This is an optimization exercise on Yosys and OpenROAD, whose aim is small area, not a production implementation.
At most, simulation tests tie the RTL to the original design; equivalence was not proved.

==> nickel <==
==> flow/design.v <==
module sel_aoi3 (
   input  logic [2:0] a,
   input  logic [2:0] b,
   output logic       y_n
);
   assign y_n = ~|(a & b);
endmodule
module nand_n #(parameter int N = 2) (
   input  logic [N-1:0] a,
   output logic         y
);
   assign y = ~&a;
endmodule
module sel31 (
   input  logic [30:0] s,
   input  logic [30:0] d,
   output logic        y
);
   logic [10:0] t_n;
   genvar i;
   generate
      for (i = 0; i < 10; i++) begin : g_t
         sel_aoi3 u (.a(s[3*i+2:3*i]), .b(d[3*i+2:3*i]), .y_n(t_n[i]));
      end
   endgenerate
   nand_n #(2) u_last (.a({s[30], d[30]}), .y(t_n[10]));
   logic [2:0] p;
   nand_n #(4) u_p0 (.a(t_n[3:0]),  .y(p[0]));
   nand_n #(4) u_p1 (.a(t_n[7:4]),  .y(p[1]));
   nand_n #(3) u_p2 (.a(t_n[10:8]), .y(p[2]));
   assign y = |p;
endmodule
module dec_reg (
   input  logic       en,
   input  logic [4:0] a,
   output logic [31:1] y
);
   always_comb
      for (int i = 1; i < 32; i++) y[i] = en && (a == i[4:0]);
endmodule
module mux2x4 (
   input  logic       s,
   input  logic [3:0] a,
   input  logic [3:0] b,
   output logic [3:0] y
);
   assign y = s ? b : a;
endmodule
module rd_port (
   input  logic [4:0]   sel,
   input  logic [123:0] taps,
   output logic [3:0]   y
);
   logic [31:1] s;
   dec_reg u_dec (.en(1'b1), .a(sel), .y(s));
   genvar b, i;
   generate
      for (b = 0; b < 4; b++) begin : g_b
         logic [30:0] d;
         for (i = 0; i < 31; i++) begin : g_i
            assign d[i] = taps[4*i+b];
         end
         sel31 u (.s(s), .d(d), .y(y[b]));
      end
   endgenerate
endmodule
module inc30 (
   input  logic [29:0] a,
   output logic [29:0] y
);
   logic [30:0] c;
   assign c[0] = 1'b1;
   genvar i;
   generate
      for (i = 0; i < 30; i++) begin : g_i
         assign y[i]   = a[i] ^ c[i];
         assign c[i+1] = a[i] & c[i];
      end
   endgenerate
endmodule
module mips_pipe #(
   parameter [31:0] RESET_PC = 32'h0
) (
   input  logic        clk,
   input  logic        rst_n,
   output logic [31:0] imem_addr_o,
   input  logic [31:0] imem_data_i,
   output logic        dmem_re_o,
   output logic        dmem_we_o,
   output logic [31:0] dmem_addr_o,
   output logic [31:0] dmem_wdata_o,
   input  logic [31:0] dmem_rdata_i
);
   logic [2:0]  ph;         
   logic [29:0] pc;         
   logic        cy;         
   logic        eqf;        
   logic        wb_en;      
   logic [4:0]  wb_dest;
   logic [31:0] rsr;        
   logic [27:0] dsr;        
   logic [7:0] phs;
   always_comb
      for (int i = 0; i < 8; i++) phs[i] = (ph == i[2:0]);
   wire [31:0] ins = imem_data_i;
   wire [5:0]  op  = ins[31:26];
   wire [5:0]  fn  = ins[5:0];
   wire [4:0]  rs  = ins[25:21];
   wire [4:0]  rt  = ins[20:16];
   wire [4:0]  rd  = ins[15:11];
   wire is_r    = (op == 6'h00);
   wire is_addi = (op == 6'h08);
   wire is_lw   = (op == 6'h23);
   wire is_sw   = (op == 6'h2b);
   wire is_beq  = (op == 6'h04);
   wire f_add   = (fn == 6'h20);
   wire f_sub   = (fn == 6'h22);
   wire f_and   = (fn == 6'h24);
   wire f_or    = (fn == 6'h25);
   wire f_slt   = (fn == 6'h2a);
   wire r_ok    = is_r & (f_add | f_sub | f_and | f_or | f_slt);
   wire do_sub  = is_r & (f_sub | f_slt);
   wire do_and  = is_r & f_and;
   wire do_or   = is_r & f_or;
   wire do_slt  = is_r & f_slt;
   wire use_imm = is_addi | is_lw | is_sw | is_beq;
   wire [3:0] wb_d = rsr[3:0];
   logic [31:1] we;
   logic [123:0] taps;
   dec_reg u_wdec (.en(wb_en), .a(wb_dest), .y(we));
   genvar k;
   generate
      for (k = 1; k < 32; k++) begin : g_reg
         logic [31:0] r;
         logic [3:0]  t;
         mux2x4 u_m (.s(we[k]), .a(r[3:0]), .b(wb_d), .y(t));
         assign taps[4*k-4 +: 4] = t;
         always_ff @(posedge clk) r <= {t, r[31:4]};
      end
   endgenerate
   logic [3:0] ra, bt;
   rd_port u_ra (.sel(rs), .taps(taps), .y(ra));
   rd_port u_rb (.sel(rt), .taps(taps), .y(bt));
   logic [3:0] imm_c, pc_c;
   wire [31:0] pc_w = {2'b00, pc};
   always_comb begin
      imm_c = {4{ins[15]}};
      pc_c  = 4'h0;
      for (int i = 0; i < 4; i++)
         if (phs[i]) imm_c = ins[4*i +: 4];
      for (int i = 0; i < 8; i++)
         if (phs[i]) pc_c = pc_w[4*i +: 4];
   end
   wire [3:0] a   = is_beq ? pc_c : ra;
   wire [3:0] b   = use_imm ? imm_c : bt;
   wire [3:0] bx  = b ^ {4{do_sub}};
   logic [4:0] c;
   logic [3:0] s;
   always_comb begin
      c[0] = phs[0] ? (do_sub | is_beq) : cy;
      for (int i = 0; i < 4; i++) begin
         s[i]   = a[i] ^ bx[i] ^ c[i];
         c[i+1] = (a[i] & bx[i]) | (c[i] & (a[i] ^ bx[i]));
      end
   end
   wire [3:0] y   = do_and ? (a & b) :
                    do_or  ? (a | b) :
                    do_slt ? 4'h0    : s;
   wire       lt  = (a[3] ^ b[3]) ? a[3] : s[3];
   wire       eq  = (phs[0] | eqf) & (ra == bt);
   wire       taken = is_beq & eq;
   logic [29:0] pc_inc;
   inc30 u_inc (.a(pc), .y(pc_inc));
   always_ff @(posedge clk) begin
      cy  <= c[4];
      eqf <= eq;
      dsr <= {bt, dsr[27:4]};
      if (phs[7] && is_lw) rsr <= dmem_rdata_i;
      else                 rsr <= {y, rsr[31:5], (phs[7] && do_slt) ? lt : rsr[4]};
   end
   always_ff @(posedge clk) begin
      if (!rst_n) begin
         ph    <= 3'd0;
         pc    <= RESET_PC[31:2];
         wb_en <= 1'b0;
      end else begin
         ph <= ph + 3'd1;
         if (phs[7]) begin
            pc    <= taken ? {y[1:0], rsr[31:4]} : pc_inc;
            wb_en <= r_ok | is_addi | is_lw;
         end
      end
   end
   always_ff @(posedge clk) begin
      if (phs[7]) wb_dest <= is_r ? rd : rt;
   end
   assign imem_addr_o  = {pc, 2'b00};
   assign dmem_re_o    = phs[7] & is_lw;
   assign dmem_we_o    = phs[7] & is_sw;
   assign dmem_addr_o  = {y, rsr[31:4]};
   assign dmem_wdata_o = {bt, dsr};
endmodule
==> flow/run.sh <==
#!/bin/bash
# synth_recipe.tcl (not shown) runs the flow's synth.tcl, then flattens the netlist and writes it again
# the make line also repeats each setting of config.mk as NAME=value (left out here)
make -C /OpenROAD-flow-scripts/flow DESIGN_CONFIG=/design/flow/config.mk WORK_HOME=/design/flow/orfs CLKGATE_MAP_FILE= SYNTH_SCRIPT=/design/flow/synth_recipe.tcl finish
==> flow/config.mk <==
export PLATFORM = sky130hd
export DESIGN_NAME = mips_pipe
export DESIGN_NICKNAME = mips_pipe
export VERILOG_FILES = /design/flow/design.v
export SDC_FILE = /design/flow/constraint.sdc
export NUM_CORES = 4
export LEC_CHECK = 0
export CAP_MARGIN = 20
export CORE_MARGIN = 2
export CORE_UTILIZATION = 40
export SLEW_MARGIN = 20
export SYNTH_HIERARCHICAL = 1
==> flow/constraint.sdc <==
create_clock -name core_clock -period 10.0 [get_ports {clk}]
set_input_delay 2.0000 -clock core_clock [delete_from_list [all_inputs] [get_ports {clk}]]
set_output_delay 2.0000 -clock core_clock [all_outputs]
set_load 0.01 [all_outputs]
==> inputs of indigo, as changes to nickel <==
==> flow/design.v, changed modules only <==
module mips_pipe #(
   parameter [31:0] RESET_PC = 32'h0
) (
   input  logic        clk,
   input  logic        rst_n,
   output logic [31:0] imem_addr_o,
   input  logic [31:0] imem_data_i,
   output logic        dmem_re_o,
   output logic        dmem_we_o,
   output logic [31:0] dmem_addr_o,
   output logic [31:0] dmem_wdata_o,
   input  logic [31:0] dmem_rdata_i
);
   logic [2:0]  ph;         
   logic [29:0] pc;         
   logic        cy;         
   logic        eqf;        
   logic        wb_en;      
   logic [4:0]  wb_dest;
   logic [31:0] rsr;        
   logic [27:0] dsr;        
   wire ph0 = (ph == 3'd0);
   wire ph7 = (ph == 3'd7);
   wire [31:0] ins = imem_data_i;
   wire [5:0]  op  = ins[31:26];
   wire [5:0]  fn  = ins[5:0];
   wire [4:0]  rs  = ins[25:21];
   wire [4:0]  rt  = ins[20:16];
   wire [4:0]  rd  = ins[15:11];
   wire is_r    = (op == 6'h00);
   wire is_addi = (op == 6'h08);
   wire is_lw   = (op == 6'h23);
   wire is_sw   = (op == 6'h2b);
   wire is_beq  = (op == 6'h04);
   wire f_add   = (fn == 6'h20);
   wire f_sub   = (fn == 6'h22);
   wire f_and   = (fn == 6'h24);
   wire f_or    = (fn == 6'h25);
   wire f_slt   = (fn == 6'h2a);
   wire r_ok    = is_r & (f_add | f_sub | f_and | f_or | f_slt);
   wire do_sub  = is_r & (f_sub | f_slt);
   wire do_and  = is_r & f_and;
   wire do_or   = is_r & f_or;
   wire do_slt  = is_r & f_slt;
   wire use_imm = is_addi | is_lw | is_sw;
   wire [3:0] wb_d = rsr[3:0];
   logic [3:0] tap [0:31];
   assign tap[0] = 4'h0;
   genvar k;
   generate
      for (k = 1; k < 32; k++) begin : g_reg
         logic [31:0] r;
         wire we = wb_en && (wb_dest == k);
         assign tap[k] = we ? wb_d : r[3:0];
         always_ff @(posedge clk) r <= {tap[k], r[31:4]};
      end
   endgenerate
   wire [3:0] a  = tap[rs];
   wire [3:0] bt = tap[rt];
   logic [3:0] imm_c;
   always_comb begin
      case (ph)
         3'd0:    imm_c = ins[3:0];
         3'd1:    imm_c = ins[7:4];
         3'd2:    imm_c = ins[11:8];
         3'd3:    imm_c = ins[15:12];
         default: imm_c = {4{ins[15]}};
      endcase
   end
   wire [3:0] b   = use_imm ? imm_c : bt;
   wire       cin = ph0 ? do_sub : cy;
   wire [4:0] s   = {1'b0, a} + {1'b0, b ^ {4{do_sub}}} + {4'b0, cin};
   wire [3:0] y   = do_and ? (a & b) :
                    do_or  ? (a | b) :
                    do_slt ? 4'h0    : s[3:0];
   wire       lt  = (a[3] ^ b[3]) ? a[3] : s[3];
   wire       eq  = (ph0 | eqf) & (a == bt);
   wire       taken = is_beq & eq;
   always_ff @(posedge clk) begin
      cy  <= s[4];
      eqf <= eq;
      dsr <= {bt, dsr[27:4]};
      if (ph7 && is_lw) rsr <= dmem_rdata_i;
      else              rsr <= {y, rsr[31:5], (ph7 && do_slt) ? lt : rsr[4]};
   end
   always_ff @(posedge clk) begin
      if (!rst_n) begin
         ph    <= 3'd0;
         pc    <= RESET_PC[31:2];
         wb_en <= 1'b0;
      end else begin
         ph <= ph + 3'd1;
         if (ph7) begin
            pc    <= pc + 30'd1 + (taken ? {{14{ins[15]}}, ins[15:0]} : 30'd0);
            wb_en <= r_ok | is_addi | is_lw;
         end
      end
   end
   always_ff @(posedge clk) begin
      if (ph7) wb_dest <= is_r ? rd : rt;
   end
   assign imem_addr_o  = {pc, 2'b00};
   assign dmem_re_o    = ph7 & is_lw;
   assign dmem_we_o    = ph7 & is_sw;
   assign dmem_addr_o  = {y, rsr[31:4]};
   assign dmem_wdata_o = {bt, dsr};
endmodule
// module sel_aoi3 removed
// module nand_n removed
// module sel31 removed
// module dec_reg removed
// module mux2x4 removed
// module rd_port removed
// module inc30 removed
Settings changed: SYNTH_HIERARCHICAL 1 to not set.
==> reports/results.txt <==
Tapcell count: 940
Outcome: complete, no violations
Met1 WL: 28.1 mm
Fin crit share: 92.8%
Hold endpoint: g_reg[29].r[5]
Vias in the first global route: 14600
Number of non-clock buffers in the layout: 167
Met2 Wirelength: 27.0 mm
Largest net degree at the start of global routing: 53
# the run above: nickel

==> reports/results.txt <==
Outcome: complete, no violations
Number of non-clock buffers in the layout: 255
Largest net degree at the start of global routing: 49
Synth Area in Simple Gates: 10.0%
Hold endpoint: g_reg[21].r[24]
Fin crit share: 92.4%
Tapcell count: 1040
Met1 WL: 50.0 mm
Met2 Wirelength: 50.9 mm
# the run above: indigo

Only the layout flow was run in nickel; the RTL was not checked for function there.

[separate check: timing with driven ports]
The flow's constraints put no driver on any port. The routed layouts listed below were extracted and timed again, unchanged, in two steps. Step 1 sets driving cells, clkbuf_16 on the clock port and buf_2 on the other inputs (assumed; they add their load-dependent delay and slew). Step 2 also shifts input and output timing later by t, the mid clock arrival at the registers, as if the neighbouring blocks saw the same clock. a / b / c = ideal ports / drivers / drivers and shift; a / b = the first two.
run	shift t [ns]	setup WS [ns]	worst register clock-pin slew, ns	worst slew at a driven data input, ns	cell pins on the clock port's net
nickel	0.702	0.717 / 0.647 / 0.647	0.07 / 0.07	0.12	1
indigo	0.721	0.761 / 0.696 / 0.696	0.08 / 0.08	0.07	1
After both steps setup and hold are still met in every run listed. For nickel, which loses most, drivers alone change the setup slack by -0.070 ns; drivers and shift together by -0.070 ns.
